From an optimization exercise on the open Yosys and OpenROAD flow, aimed at small area; shortcuts taken in it are not production practice. The RTL was checked by simulation tests, not by an equivalence proof against the original design. No driver is modelled on the clock port, so clocking that relies on it looks cheaper here than on a real chip. No activity file was given, so power comes from the tool's default toggle rates.

--- flow/run.sh ---
#!/bin/bash
set -euo pipefail
cat >> config.mk <<EOM
export BUFFER_PORTS_ARGS = -buffer_cell sky130_fd_sc_hd__buf_1
export CTS_ARGS = -sink_clustering_enable -repair_clock_nets -sink_clustering_size 30 -sink_clustering_max_diameter 100 -buf_list sky130_fd_sc_hd__clkbuf_4 -root_buf sky130_fd_sc_hd__clkbuf_8 -dont_use_dummy_load
export POST_CTS_TCL = $(pwd)/flow/post_cts.tcl
export POST_FLOORPLAN_TCL = $(pwd)/flow/post_floorplan.tcl
EOM
bash standard.sh > standard_flow.log 2>&1
--- flow/post_cts.tcl ---
# After clock tree synthesis: put combinational cells back to drive strength 1
# again (see post_floorplan.tcl), then let repair_design and repair_timing size
# up what the placed design needs, with placement parasitics. Global routing
# repairs the design once more with its own parasitics.
source [file join [file dirname [info script]] post_floorplan.tcl]
estimate_parasitics -placement
repair_design -slew_margin 5 -cap_margin 5
repair_timing -setup -setup_margin 0
detailed_placement
report_worst_slack
--- flow/post_floorplan.tcl ---
# After floorplan: put every combinational cell that synthesis sized up back to
# drive strength 1 (same function, same footprint family). The repair steps of
# placement, clock tree synthesis and global routing size cells up again where
# timing, slew or capacitance need it. Flip-flops are left as they are.
puts "Sizing combinational cells down to drive strength 1..."
set count 0
foreach inst [[ord::get_db_block] getInsts] {
  set master [[$inst getMaster] getName]
  if { ![regexp {^(sky130_fd_sc_hd__[a-z0-9]+)_([0-9]+)$} $master -> base drive] } { continue }
  if { $drive <= 1 } { continue }
  if { [regexp {^sky130_fd_sc_hd__(df|edf|sdf|dl|clk|conb|tap|fill|decap)} $base] } { continue }
  set target "${base}_1"
  if { [[ord::get_db] findMaster $target] eq "NULL" } { continue }
  replace_cell [get_cells [$inst getName]] $target
  incr count
}
puts "Sized $count cells down."
--- standard.sh ---
#!/bin/bash
# synth_recipe.tcl (not shown) runs the flow's synth.tcl, then flattens the netlist and writes it again
# the make line also repeats each setting of config.mk as NAME=value (left out here)
make -C /OpenROAD-flow-scripts/flow DESIGN_CONFIG=/design/flow/config.mk WORK_HOME=/design/flow/orfs CLKGATE_MAP_FILE= SYNTH_SCRIPT=/design/flow/synth_recipe.tcl "${@:-finish}"
--- config.mk ---
export PLATFORM = sky130hd
export DESIGN_NAME = pir_motion_event_detector_core
export DESIGN_NICKNAME = pir_motion_event_detector_core
export VERILOG_FILES = /design/flow/design.v
export SDC_FILE = /design/flow/constraint.sdc
export NUM_CORES = 4
export LEC_CHECK = 0
export CAP_MARGIN = 5
export CORE_MARGIN = 2
export CORE_UTILIZATION = 45
export CTS_BUF_LIST = sky130_fd_sc_hd__clkbuf_8
export CTS_CLUSTER_DIAMETER = 100
export CTS_CLUSTER_SIZE = 30
export GPL_TIMING_DRIVEN = 0
export SLEW_MARGIN = 5
export SYNTH_HIERARCHICAL = 1
export BUFFER_PORTS_ARGS = -buffer_cell sky130_fd_sc_hd__buf_1
export CTS_ARGS = -sink_clustering_enable -repair_clock_nets -sink_clustering_size 30 -sink_clustering_max_diameter 100 -buf_list sky130_fd_sc_hd__clkbuf_4 -root_buf sky130_fd_sc_hd__clkbuf_8 -dont_use_dummy_load
export POST_CTS_TCL = /design/flow/flow/post_cts.tcl
export POST_FLOORPLAN_TCL = /design/flow/flow/post_floorplan.tcl
--- constraint.sdc ---
create_clock -name core_clock -period 7.5 [get_ports {clk}]
set_input_delay 1.5000 -clock core_clock [delete_from_list [all_inputs] [get_ports {clk}]]
set_output_delay 1.5000 -clock core_clock [all_outputs]
set_load 0.01 [all_outputs]
--- design.v ---
package pmed_pkg;
  localparam int unsigned CodeWidth   = 2;
  localparam int unsigned PortTimeW   = 32;
  localparam int unsigned RegTimeW    = 24;
  localparam int unsigned SensorWidth = 8;
  localparam int unsigned CfgIdxWidth = 8;
  localparam int unsigned CfgDataW    = 24;
  typedef enum logic [CodeWidth-1:0] {
    EV_CALIBRATING = 2'd0,
    EV_ACTIVE      = 2'd1,
    EV_DETECTED    = 2'd2,
    EV_ENDED       = 2'd3
  } event_code_t;
  localparam logic [CfgIdxWidth-1:0] REG_CALIB_TIME = 8'd0;
  localparam logic [CfgIdxWidth-1:0] REG_PAUSE_TIME = 8'd1;
  localparam logic [CfgIdxWidth-1:0] REG_SENSOR_ID  = 8'd2;
  localparam logic [RegTimeW-1:0]    CALIB_RESET  = 24'd30000;
  localparam logic [RegTimeW-1:0]    PAUSE_RESET  = 24'd5000;
  localparam logic [SensorWidth-1:0] SENSOR_RESET = 8'd0;
  typedef struct packed {
    logic [RegTimeW-1:0]    calib_time;
    logic [RegTimeW-1:0]    pause_time;
    logic [SensorWidth-1:0] sensor_id;
  } cfg_t;
  typedef struct packed {
    logic                   emit;
    event_code_t            code;
    logic [PortTimeW-1:0]   event_time;
    logic [SensorWidth-1:0] sensor;
  } result_t;
endpackage
module pmed_cfg_load #(
  parameter int unsigned HiLsb = 0,
  parameter int unsigned HiMsb = 0
) (
  input  logic                             rst,
  input  logic                             wr_en,
  input  logic [pmed_pkg::CfgIdxWidth-1:0] wr_index,
  input  logic [pmed_pkg::CfgDataW-1:0]    wr_data,
  output logic [pmed_pkg::CfgDataW-1:0]    data_lo,
  output logic [HiMsb:HiLsb]               data_hi,
  output logic                             en_calib,
  output logic                             en_pause,
  output logic                             en_sensor
);
  assign data_lo = wr_data & {pmed_pkg::CfgDataW{~rst}};
  assign data_hi = wr_data[HiMsb:HiLsb] | {(HiMsb-HiLsb+1){rst}};
  assign en_calib  = rst | (wr_en & (wr_index == pmed_pkg::REG_CALIB_TIME));
  assign en_pause  = rst | (wr_en & (wr_index == pmed_pkg::REG_PAUSE_TIME));
  assign en_sensor = rst | (wr_en & (wr_index == pmed_pkg::REG_SENSOR_ID));
endmodule
module pmed_cfg_regs (
  input  logic                             clk,
  input  logic                             rst,
  input  logic                             wr_en,
  input  logic [pmed_pkg::CfgIdxWidth-1:0] wr_index,
  input  logic [pmed_pkg::CfgDataW-1:0]    wr_data,
  output pmed_pkg::cfg_t                   cfg
);
  localparam logic [pmed_pkg::CfgDataW-1:0] CalibRst  = pmed_pkg::CALIB_RESET;
  localparam logic [pmed_pkg::CfgDataW-1:0] PauseRst  = pmed_pkg::PAUSE_RESET;
  localparam logic [pmed_pkg::CfgDataW-1:0] SensorRst = pmed_pkg::CfgDataW'(pmed_pkg::SENSOR_RESET);
  localparam logic [pmed_pkg::CfgDataW-1:0] Ones      = CalibRst | PauseRst | SensorRst;
  function automatic int unsigned low_one(input logic [pmed_pkg::CfgDataW-1:0] v);
    low_one = 0;
    for (int i = pmed_pkg::CfgDataW - 1; i >= 0; i--) if (v[i]) low_one = i;
  endfunction
  function automatic int unsigned high_one(input logic [pmed_pkg::CfgDataW-1:0] v);
    high_one = 0;
    for (int i = 0; i < pmed_pkg::CfgDataW; i++) if (v[i]) high_one = i;
  endfunction
  localparam int unsigned HiLsb = low_one(Ones);
  localparam int unsigned HiMsb = high_one(Ones);
  pmed_pkg::cfg_t                   regs;
  logic [pmed_pkg::CfgDataW-1:0]    data_lo, data_hi;
  logic [HiMsb:HiLsb]               data_hi_span;
  logic [pmed_pkg::CfgDataW-1:0]    load_calib, load_pause, load_sensor;
  logic                             en_calib, en_pause, en_sensor;
  pmed_cfg_load #(.HiLsb(HiLsb), .HiMsb(HiMsb)) u_load (
    .rst       (rst),
    .wr_en     (wr_en),
    .wr_index  (wr_index),
    .wr_data   (wr_data),
    .data_lo   (data_lo),
    .data_hi   (data_hi_span),
    .en_calib  (en_calib),
    .en_pause  (en_pause),
    .en_sensor (en_sensor)
  );
  always_comb begin
    data_hi = '0;
    data_hi[HiMsb:HiLsb] = data_hi_span;
  end
  assign load_calib  = (data_hi & CalibRst)  | (data_lo & ~CalibRst);
  assign load_pause  = (data_hi & PauseRst)  | (data_lo & ~PauseRst);
  assign load_sensor = (data_hi & SensorRst) | (data_lo & ~SensorRst);
  always_ff @(posedge clk) begin
    if (en_calib)  regs.calib_time <= load_calib;
    if (en_pause)  regs.pause_time <= load_pause;
    if (en_sensor) regs.sensor_id  <= load_sensor[pmed_pkg::SensorWidth-1:0];
  end
  assign cfg = regs;
endmodule
module pmed_fa_row #(
  parameter int unsigned W = 24
) (
  input  logic [W-1:0] a,
  input  logic [W-1:0] b,
  input  logic [W-1:0] c,
  output logic [W-1:0] s,
  output logic [W-1:0] co
);
  assign s  = a ^ b ^ c;
  assign co = (a & b) | (a & c) | (b & c);
endmodule
module pmed_ha_row #(
  parameter int unsigned W = 8
) (
  input  logic [W-1:0] a,
  input  logic [W-1:0] b,
  output logic [W-1:0] s,
  output logic [W-1:0] co
);
  assign s  = a ^ b;
  assign co = a & b;
endmodule
module pmed_xor_row #(
  parameter int unsigned W = 16
) (
  input  logic [W-1:0] a,
  input  logic [W-1:0] b,
  output logic [W-1:0] h
);
  assign h = a ^ b;
endmodule
module pmed_nn_row #(
  parameter int unsigned W = 16
) (
  input  logic [W-1:0] a,
  input  logic [W-1:0] b,
  output logic [W-1:0] ng,
  output logic [W-1:0] np
);
  assign ng = ~(a & b);
  assign np = ~(a | b);
endmodule
module pmed_nor_row #(
  parameter int unsigned W = 8
) (
  input  logic [W-1:0] a,
  input  logic [W-1:0] b,
  output logic [W-1:0] np
);
  assign np = ~(a | b);
endmodule
module pmed_carry_tn (
  input  logic g,
  input  logic p,
  input  logic c,
  output logic nc
);
  assign nc = ~(g | (p & c));
endmodule
module pmed_carry_nt (
  input  logic ng,
  input  logic np,
  input  logic nc,
  output logic c
);
  assign c = ~(ng & (np | nc));
endmodule
module pmed_adder #(
  parameter int unsigned W = 32,
  parameter bit          InvEven = 1'b0
) (
  input  logic [W-1:0] a,
  input  logic [W-1:0] b,
  input  logic         cin,
  output logic [W-1:0] sum,
  output logic         cout
);
  localparam int unsigned NE = (W + 1) / 2;
  localparam int unsigned NO = W / 2;
  logic [NE-1:0] ae, be, he, ge;
  logic [NO-1:0] ao, bo, ho, ngo, npo;
  logic [W:0]    cy;   
  for (genvar j = 0; j < NE; j++) begin : g_even_in
    assign ae[j] = a[2*j];
    assign be[j] = b[2*j];
  end
  for (genvar j = 0; j < NO; j++) begin : g_odd_in
    assign ao[j] = a[2*j+1];
    assign bo[j] = b[2*j+1];
  end
  pmed_ha_row  #(.W(NE)) u_even_pg (.a(ae), .b(be), .s(he), .co(ge));
  pmed_xor_row #(.W(NO)) u_odd_h   (.a(ao), .b(bo), .h(ho));
  pmed_nn_row  #(.W(NO)) u_odd_pg  (.a(ao), .b(bo), .ng(ngo), .np(npo));
  assign cy[0] = cin;
  for (genvar i = 0; i < W; i++) begin : g_bit
    if (i % 2 == 0) begin : g_even
      pmed_carry_tn u_c (.g(ge[i/2]), .p(he[i/2]), .c(cy[i]), .nc(cy[i+1]));
      assign sum[i] = he[i/2] ^ cy[i] ^ InvEven;
    end else begin : g_odd
      pmed_carry_nt u_c (.ng(ngo[i/2]), .np(npo[i/2]), .nc(cy[i]), .c(cy[i+1]));
      assign sum[i] = ~(ho[i/2] ^ cy[i]);
    end
  end
  assign cout = cy[W];
endmodule
module pmed_greater #(
  parameter int unsigned W = 24
) (
  input  logic [W-1:0] dx,
  input  logic [W-1:0] lx,
  output logic         gt
);
  logic [W-1:0] na, no;
  logic [W:0]   ch;   
  pmed_nn_row #(.W(W)) u_pg (.a(dx), .b(lx), .ng(na), .np(no));
  assign ch[0] = 1'b0;
  for (genvar i = 0; i < W; i++) begin : g_bit
    if (i % 2 == 0) begin : g_even
      pmed_carry_tn u_c (.g(no[i]), .p(na[i]), .c(ch[i]), .nc(ch[i+1]));
    end else begin : g_odd
      pmed_carry_nt u_c (.ng(na[i]), .np(no[i]), .nc(ch[i]), .c(ch[i+1]));
    end
  end
  assign gt = ch[W];
endmodule
module pmed_sum_zero #(
  parameter int unsigned W = 8
) (
  input  logic [W-1:0] h,
  input  logic [W-1:0] np,
  output logic         zero0,
  output logic         zero1
);
  assign zero1 = &h;
  assign zero0 = ~h[0] & (&(h[W-1:1] ^ np[W-2:0]));
endmodule
module pmed_event_logic (
  input  logic                           clk,
  input  logic                           rst,
  input  logic                           accept,
  input  logic                           take,
  input  logic                           motion_level,
  input  logic [pmed_pkg::PortTimeW-1:0] now_ms,
  input  pmed_pkg::cfg_t                 cfg,
  output logic                           out_valid,
  output logic [pmed_pkg::CodeWidth-1:0] out_code,
  output logic [pmed_pkg::PortTimeW-1:0] out_time
);
  localparam int unsigned TW = pmed_pkg::PortTimeW;
  localparam int unsigned LW = pmed_pkg::RegTimeW;
  localparam int unsigned HW = TW - LW;
  logic          started;
  logic          calibrated;
  logic          armed;
  logic          low_pending;
  logic          just_calibrated;
  logic [TW-1:0] mark_n;
  logic [TW-1:0] now_n;
  logic [LW-1:0] lim_x;
  logic [LW-1:0] diff_x;
  logic          carry_lo, lo_past;
  logic [HW-1:0] hi_h, hi_np;
  logic          hi_zero0, hi_zero1, hi_past;
  logic          pass;
  logic [TW-1:0] dx, dy;
  logic [TW-1:0] dur_n;
  logic          dur_top_c;
  logic          cal_done;
  logic          detected;
  logic          ended;
  logic          emit;
  assign now_n = ~now_ms;
  assign lim_x = (calibrated ? cfg.pause_time : cfg.calib_time) ^ {(LW/2){2'b10}};
  pmed_adder #(.W(LW), .InvEven(1'b1)) u_diff (
    .a    (now_ms[LW-1:0]),
    .b    (mark_n[LW-1:0]),
    .cin  (1'b1),
    .sum  (diff_x),
    .cout (carry_lo)
  );
  pmed_greater #(.W(LW)) u_cmp (
    .dx (diff_x),
    .lx (lim_x),
    .gt (lo_past)
  );
  pmed_xor_row #(.W(HW)) u_hi_h (
    .a (now_ms[TW-1:LW]),
    .b (mark_n[TW-1:LW]),
    .h (hi_h)
  );
  pmed_nor_row #(.W(HW)) u_hi_np (
    .a  (now_ms[TW-1:LW]),
    .b  (mark_n[TW-1:LW]),
    .np (hi_np)
  );
  pmed_sum_zero #(.W(HW)) u_hi_zero (
    .h     (hi_h),
    .np    (hi_np),
    .zero0 (hi_zero0),
    .zero1 (hi_zero1)
  );
  assign hi_past = ~(carry_lo ? hi_zero1 : hi_zero0);
  assign pass    = hi_past | lo_past;
  pmed_fa_row #(.W(LW)) u_dur_csa (
    .a  (now_n[LW-1:0]),
    .b  (cfg.pause_time),
    .c  (out_time[LW-1:0]),
    .s  (dx[LW-1:0]),
    .co (dy[LW-1:0])
  );
  pmed_ha_row #(.W(HW)) u_dur_hsa (
    .a  (now_n[TW-1:LW]),
    .b  (out_time[TW-1:LW]),
    .s  (dx[TW-1:LW]),
    .co (dy[TW-1:LW])
  );
  assign dur_n[0] = dx[0];
  pmed_adder #(.W(TW-2)) u_dur_add (
    .a    (dx[TW-2:1]),
    .b    (dy[TW-3:0]),
    .cin  (1'b0),
    .sum  (dur_n[TW-2:1]),
    .cout (dur_top_c)
  );
  assign dur_n[TW-1] = dx[TW-1] ^ dy[TW-2] ^ dur_top_c;
  assign cal_done = ~calibrated & started & pass;
  assign detected = calibrated & motion_level & armed;
  assign ended    = calibrated & ~motion_level & ~armed & ~low_pending & pass;
  assign emit     = ~calibrated | detected | ended;
  always_ff @(posedge clk) begin
    if (rst) begin
      started         <= 1'b0;
      calibrated      <= 1'b0;
      armed           <= 1'b1;
      low_pending     <= 1'b0;
      just_calibrated <= 1'b0;
    end else if (accept) begin
      started         <= 1'b1;
      just_calibrated <= cal_done;
      if (cal_done) calibrated <= 1'b1;
      if (calibrated) begin
        if (motion_level) begin
          low_pending <= 1'b1;
          if (armed) armed <= 1'b0;
        end else begin
          low_pending <= 1'b0;
          if (ended) armed <= 1'b1;
        end
      end
    end
  end
  always_ff @(posedge clk) begin
    if (accept & (~started | (calibrated & ~motion_level & low_pending))) begin
      mark_n <= now_n;
    end
  end
  always_ff @(posedge clk) begin
    if (rst) begin
      out_valid <= 1'b0;
    end else if (accept) begin
      out_valid <= emit;
    end else if (take) begin
      out_valid <= 1'b0;
    end
  end
  always_ff @(posedge clk) begin
    if (accept & emit) begin
      out_time <= ended ? ~dur_n : now_ms;
    end
  end
  assign out_code = {calibrated & ~just_calibrated, calibrated & armed};
endmodule
module pir_motion_event_detector_core #(
  parameter int unsigned TIME_WIDTH = 32
) (
  input  logic                             clk,
  input  logic                             rst,
  input  logic                             s_tvalid,
  output logic                             s_tready,
  input  logic [39:0]                      s_tdata,   
  output logic                             m_tvalid,
  input  logic                             m_tready,
  output logic [39:0]                      m_tdata,   
  output logic [pmed_pkg::CodeWidth-1:0]   m_tuser,   
  input  logic                             cfg_valid,
  output logic                             cfg_ready,
  input  logic [pmed_pkg::CfgIdxWidth-1:0] cfg_index,
  input  logic [pmed_pkg::CfgDataW-1:0]    cfg_data
);
  pmed_pkg::cfg_t cfg;
  logic                           out_valid;
  logic [pmed_pkg::PortTimeW-1:0] out_time;
  logic [pmed_pkg::CodeWidth-1:0] out_code;
  assign cfg_ready = 1'b1;
  pmed_cfg_regs u_cfg (
    .clk      (clk),
    .rst      (rst),
    .wr_en    (cfg_valid),
    .wr_index (cfg_index),
    .wr_data  (cfg_data),
    .cfg      (cfg)
  );
  assign s_tready = ~out_valid | m_tready;
  pmed_event_logic u_logic (
    .clk          (clk),
    .rst          (rst),
    .accept       (s_tvalid & s_tready),
    .take         (m_tready),
    .motion_level (s_tdata[0]),
    .now_ms       (s_tdata[pmed_pkg::PortTimeW:1]),
    .cfg          (cfg),
    .out_valid    (out_valid),
    .out_code     (out_code),
    .out_time     (out_time)
  );
  assign m_tvalid = out_valid;
  assign m_tdata  = {cfg.sensor_id, out_time};
  assign m_tuser  = out_code;
endmodule
==> impl_metrics.json, run 1 <==
{
  "run_status": "complete, no violations",
  "seqCellArea_sq_um": 3720,
  "synth_cells": 649,
  "dp_hpwl_um": 12500,
  "synth_area_sq_um": 7760,
  "grt_overflow_total": 0,
  "slowest_stage": "fa_1",
  "start_util_pct": 45.5,
  "relSlewSlack_pct": 12.6,
  "timing.final.crit_period_ns": 7.23,
  "grtUsageTotal_pct": 19.4,
  "num_antenna_cells": 0,
  "drc": 0,
  "syn_area_per_cell_sq_um": 12.0,
  "yosys_warnings": 8,
  "die_h_um": 135,
  "syn2layout_area_growth_pct": 11.7,
  "arrival_ns": 7.39,
  "critPathMaxStageDelay_ns": 0.48,
  "total_power_mw": 1.76,
  "io_pins": 122,
  "die_x_um": 135,
  "instances_no_fill": 1018,
  "startpoint_type": "input port",
  "viasPerCell": 5.13,
  "fin_crit_sh_pct": 96.4,
  "dp_cells": 991,
  "firstDrtPassIters": 7,
  "ir_worst_vdd_mv": 0.113,
  "fmax_mhz": 138,
  "finalHoldViolations": 0,
  "critPathKind": "input port to flop",
  "drv_slew": 0,
  "required_ns": 7.66,
  "wl_um": 17300,
  "clk_pin_slew_ns": 0.09,
  "nNetsFinal": 931,
  "grt_util_met1_pct": 24.0,
  "crit_fanout": 4,
  "gp_congestion": 0.752,
  "first_global_vias": 5349,
  "antenna_found_initial": 0,
  "grt_use_met3_pct": 4.26,
  "n_fill_cell": 1553,
  "setup_tns_ns": 0,
  "worst_path_most_repeated_cell": "a21oi_2",
  "cts.sink_count": 126,
  "hp-class": "flop to flop",
  "grt_pass1_wl_um": 26700,
  "grt_max_degree": 25,
  "worst_pin_slew_ns": 1.31,
  "vias": 5218,
  "clock_latency_ns": 0.42,
  "power.leakage_nw": 3.43,
  "layout-drive-gt1-share_pct": 10.5,
  "maxCapViolations": 0,
  "power_density_nw_per_um2": 203,
  "ant_nets": 0,
  "rows": 48,
  "io_buffers": 113,
  "finClkSkew_ns": 0.0334,
  "drt_iter0_drc": 258,
  "top_usage_layer": "met2",
  "end_kind": "flop",
  "coreArea_sq_um": 17100,
  "die_area_sq_um": 18300,
  "gr-usage-met2_pct": 33.6,
  "setup_violations": 0,
  "routedWlPerCell_um": 17.0,
  "multi_input_comb_area_sq_um": 3810,
  "cts_tree": "yes"
}
-- path summary, 6_finish.rpt --
| check | cells past startpoint | slack [ns] | start | end |
|---|---|---|---|---|
| min | 2 | 0.50 | u_logic.just_calibrated | u_logic.just_calibrated |
| max | 37 | 0.27 | s_tdata[2] | u_logic.out_time[31] |
| min reg2reg | 2 | 0.50 | u_logic.just_calibrated | u_logic.just_calibrated |
| max reg2reg | 35 | 1.12 | u_cfg.regs[9] | u_logic.out_time[31] |
-- layout by cell type, fill, tap and decap left out, types with 3 or more instances in the layout --
| master | n |
|---|---|
| a21oi_1 | 21 |
| a21oi_2 | 24 |
| and2b_1 | 5 |
| buf_1 | 119 |
| buf_4 | 8 |
| clkbuf_1 | 3 |
| clkbuf_2 | 3 |
| clkbuf_4 | 16 |
| conb_1 | 6 |
| dfxtp_1 | 6 |
| edfxtp_1 | 120 |
| fa_1 | 24 |
| ha_1 | 35 |
| inv_1 | 35 |
| mux2_1 | 12 |
| mux2i_1 | 44 |
| nand2_1 | 54 |
| nand4_1 | 3 |
| nor2_1 | 64 |
| nor2b_1 | 17 |
| o21ai_1 | 18 |
| o21ai_2 | 23 |
| or2_1 | 10 |
| xnor2_1 | 42 |
| xor2_1 | 56 |
-- layer usage --
| metal | up-vias | routed length, um | share of wire, % |
|---|---|---|---|
| met4 | 0 | 251 | 1.5 |
| li1 | 2525 | - | - |
| met5 | - | 0 | 0 |
| met2 | 139 | 8560 | 49 |
| met3 | 19 | 908 | 5.2 |
| met1 | 2535 | 7580 | 44 |
-- worst max-delay path, delay by kind of cell --
kind / cells / cell delay [ns]
adder cells (fa/ha/maj): 2 / 0.70
XOR/XNOR: 2 / 0.35
AO/OA/AOI/OAI: 30 / 4.52
buffers and inverters: 2 / 0.22
multiplexers: 1 / 0.09
-- sequential cells by signal, indices dropped and copies added, names as in the netlist --
name / flops
u_logic.out_time: 32
u_logic.just_calibrated: 1
u_logic.out_valid: 1
u_logic.low_pending: 1
u_logic.calibrated: 1
u_logic.started: 1
u_logic.mark_n: 32
u_cfg.regs: 56
u_logic.armed: 1
-- stage by stage --
step,worst slack [ns],area (sq um),hold slack (ns),utilization [%]
floorplan,0.0526,7770,0.440,-
global placement,-3.60,8230,0.459,48.2
detailed placement,-1.73,8310,0.486,48.7
global route,-0.0636,8670,0.517,50.9
finish,0.267,8670,0.496,50.9
-- report_power, final --
part / switching (mW) / leakage (nW) / internal (mW)
Combinational: 0.321 / 2.14 / 0.250
Clock: 0.218 / 0.0808 / 0.111
Sequential: 0.0287 / 1.20 / 0.829
Total: 0.567 / 3.43 / 1.19
-- layout make-up --
| cell class | count | area share, % |
|---|---|---|
| Buffer | 13 | 0.721 |
| Clock buffer | 17 | 1.54 |
| Inverter | 35 | 1.51 |
| Multi-Input combinational cell | 477 | 44.0 |
| Sequential cell | 126 | 42.9 |
| Tap cell | 225 | 3.25 |
| Timing Repair Buffer | 125 | 6.09 |
==> run 2, diff against run 1 <==
==> flow/run.sh (replaced) <==
#!/bin/bash
set -euo pipefail
cat >> config.mk <<'EOM'
export BUFFER_PORTS_ARGS = -buffer_cell sky130_fd_sc_hd__buf_1
export CTS_ARGS = -sink_clustering_enable -repair_clock_nets -sink_clustering_size 40 -sink_clustering_max_diameter 400 -sink_clustering_levels 1 -buf_list "sky130_fd_sc_hd__clkbuf_8" -dont_use_dummy_load
EOM
bash standard.sh > standard_flow.log 2>&1
==> config.mk (replaced) <==
export PLATFORM = sky130hd
export DESIGN_NAME = pir_motion_event_detector_core
export DESIGN_NICKNAME = pir_motion_event_detector_core
export VERILOG_FILES = /design/flow/design.v
export SDC_FILE = /design/flow/constraint.sdc
export NUM_CORES = 4
export LEC_CHECK = 0
export CAP_MARGIN = 5
export CORE_MARGIN = 2
export CORE_UTILIZATION = 40
export CTS_BUF_LIST = sky130_fd_sc_hd__clkbuf_8
export CTS_CLUSTER_DIAMETER = 100
export CTS_CLUSTER_SIZE = 30
export GPL_TIMING_DRIVEN = 0
export SLEW_MARGIN = 5
export SYNTH_HIERARCHICAL = 1
export BUFFER_PORTS_ARGS = -buffer_cell sky130_fd_sc_hd__buf_1
export CTS_ARGS = -sink_clustering_enable -repair_clock_nets -sink_clustering_size 40 -sink_clustering_max_diameter 400 -sink_clustering_levels 1 -buf_list "sky130_fd_sc_hd__clkbuf_8" -dont_use_dummy_load
removed: flow/post_cts.tcl
removed: flow/post_floorplan.tcl
==> run 2 against run 1 <==
Net effect:
- routed wire length increased by 0.56%
- fmax increased by 0.63%
- die area increased by 12%
- count of clock-buffer cells in the layout unchanged
- still clean on timing, DRC and antenna
- sequential power about the same
- sequential share of layout area decreased by 1.6 points
- clock skew decreased by 0.0015 ns
- area after synthesis unchanged
- cell count increased by 3.6%
==> impl_metrics.json, run 2 <==
{
  "timing.final.crit_period_ns": 7.19,
  "start_util_pct": 41.1,
  "die_x_um": 143,
  "power_density_nw_per_um2": 210,
  "setup_violations": 0,
  "die_area_sq_um": 20500,
  "max_flop_register": "u_cfg.regs",
  "hp-class": "flop to flop",
  "rows": 50,
  "run_status": "complete, no violations",
  "synth_cells": 649,
  "end_kind": "flop",
  "dp_cells": 1026,
  "final_cell_mix": "edfxtp_1 (120), buf_1 (112), nor2_1 (64)",
  "num_antenna_cells": 0,
  "holdBufCountCts": 0,
  "io_pins": 122,
  "finClkSkew_ns": 0.0319,
  "cts_max_level": 4,
  "routedWlPerCell_um": 16.5,
  "cts_made_buffers": 17,
  "power.leakage_nw": 3.55,
  "fin_crit_sh_pct": 95.8,
  "clockBufferDepth": 2,
  "ant_nets": 0,
  "nNetsFinal": 933,
  "grt_pass1_wl_um": 26800,
  "grt_overflow_total": 0,
  "setup_tns_ns": 0,
  "cts_tree": "yes",
  "die_h_um": 143,
  "critPathKind": "input port to flop",
  "cts.sink_count": 126,
  "antenna_found_initial": 0,
  "coreArea_sq_um": 18900,
  "arrival_ns": 7.37,
  "layout-drive-gt1-share_pct": 16.1,
  "viasPerCell": 4.91,
  "first_global_vias": 5348,
  "fmax_mhz": 139,
  "relSlewSlack_pct": 49.3,
  "layout_commonest_cell": "edfxtp_1",
  "firstDrtPassIters": 4,
  "grtUsageTotal_pct": 17.3,
  "critPathMaxStageDelay_ns": 0.48,
  "dp_hpwl_um": 12700,
  "clk_pin_slew_ns": 0.07,
  "drv_slew": 0,
  "reg_top3": "u_cfg.regs (56), u_logic.mark_n (32), u_logic.out_time (32)",
  "clock_latency_ns": 0.43,
  "ir_worst_vdd_mv": 0.104,
  "wl_um": 17400,
  "layout.core_utilization_pct": 47.6,
  "setup_ws_ns": 0.312,
  "drc": 0,
  "syn_area_per_cell_sq_um": 12.0,
  "gp_congestion": 0.768,
  "io_buffers": 113,
  "maxCapViolations": 0,
  "cts_root_buffer": "clkbuf_8",
  "syn2layout_area_growth_pct": 15.9,
  "worst_pin_slew_ns": 0.760,
  "post-place-ws_ns": -1.16,
  "vias": 5177,
  "instances_no_fill": 1055,
  "finalHoldViolations": 0,
  "synth_area_sq_um": 7760,
  "grt_max_degree": 25,
  "crit_fanout": 4,
  "drt_iter0_drc": 207,
  "required_ns": 7.68,
  "yosys_warnings": 8,
  "slowest_stage": "fa_1",
  "worst_path_most_repeated_cell": "a21oi_2",
  "startpoint_type": "input port",
  "total_power_mw": 1.89,
  "largest_register_ffs": 56
}
[run 2: metrics by stage]
stage,instance area (sq um),hold WS (ns)
floorplan,7770,0.440
global placement,8520,0.457
detailed placement,8590,0.467
CTS,8880,0.476
global route,9000,0.508
finish,9000,0.475
[run 2: repair_timing]
action,4_1_cts,5_1_grt
pin swaps,1,22
endpoints found under the setup margin,36,57
hold endpoints to repair,0,0
buffers inserted,1,11
gates resized for setup,10,11
[run 2: worst paths after layout]
path | start | end | slack [ns] | cells after the start
setup reg to reg | u_cfg.regs[9] | u_logic.out_time[31] | 1.18 | 35
hold reg to reg | u_logic.just_calibrated | u_logic.just_calibrated | 0.48 | 2
hold / removal | u_logic.just_calibrated | u_logic.just_calibrated | 0.48 | 2
setup / recovery | s_tdata[2] | u_logic.out_time[31] | 0.31 | 37
[run 2: area by class of cell]
class | count | area, sq um
Fill cell | 1812 | 9890
Tap cell | 260 | 325
Buffer | 13 | 113
Inverter | 35 | 131
Clock buffer | 17 | 234
Timing Repair Buffer | 127 | 576
Multi-Input combinational cell | 477 | 3900
Sequential cell | 126 | 3720
[run 2: per-layer routing]
metal	track usage, %	part of all wire (%)	vias up
li1	-	-	2519
met1	21.5	44	2524
met2	30.4	51	119
met3	4.13	4.7	15
met4	4.80	1.1	0
met5	0	0	-
[run 2: critical path: cells and delay by family]
kind | cells | cell delay, ns
AOI/OAI and AO/OA | 30 | 4.50
muxes | 1 | 0.09
buffers and inverters | 2 | 0.21
xor gates and xnor gates | 2 | 0.34
adders and majority gates | 2 | 0.70
[run 2: power by group]
group          total, mW  internal (mW)  switching [mW]
registers          0.859          0.830          0.0289
logic              0.602          0.273           0.329
clock network      0.428          0.199           0.229

## port drivers added, routing unchanged
No port has a modelled driver above. Below, the same layouts with a new extraction and two added sets of constraints. Step 1 sets driving cells, clkbuf_16 on the clock port and buf_2 on the other inputs (assumed; they add their load-dependent delay and slew). Step 2 moves the port delays by t, midway between the first and last clock arrival at a register: inputs arrive t later, outputs are due t later. That takes back most of the time a late clock gives input paths. Three values: ideal, step 1, step 2; two values: the first two.
| run | shift t [ns] | setup slack, ns | worst setup path after step 2 | latest minus earliest clock arrival (ns) | worst register clock-pin slew, ns |
|---|---|---|---|---|---|
| run 1 | 0.444 | 0.267 / 0.268 / -0.176 | input to register | 0.034 / 0.034 | 0.11 / 0.11 |
| run 2 | 0.463 | 0.312 / 0.329 / -0.134 | input to register | 0.032 / 0.032 | 0.08 / 0.08 |
With both steps, setup timing fails in run 1 and run 2, where it was met with ideal ports. For run 2, which loses most, drivers alone change the setup slack by +0.017 ns; drivers and shift together by -0.446 ns.
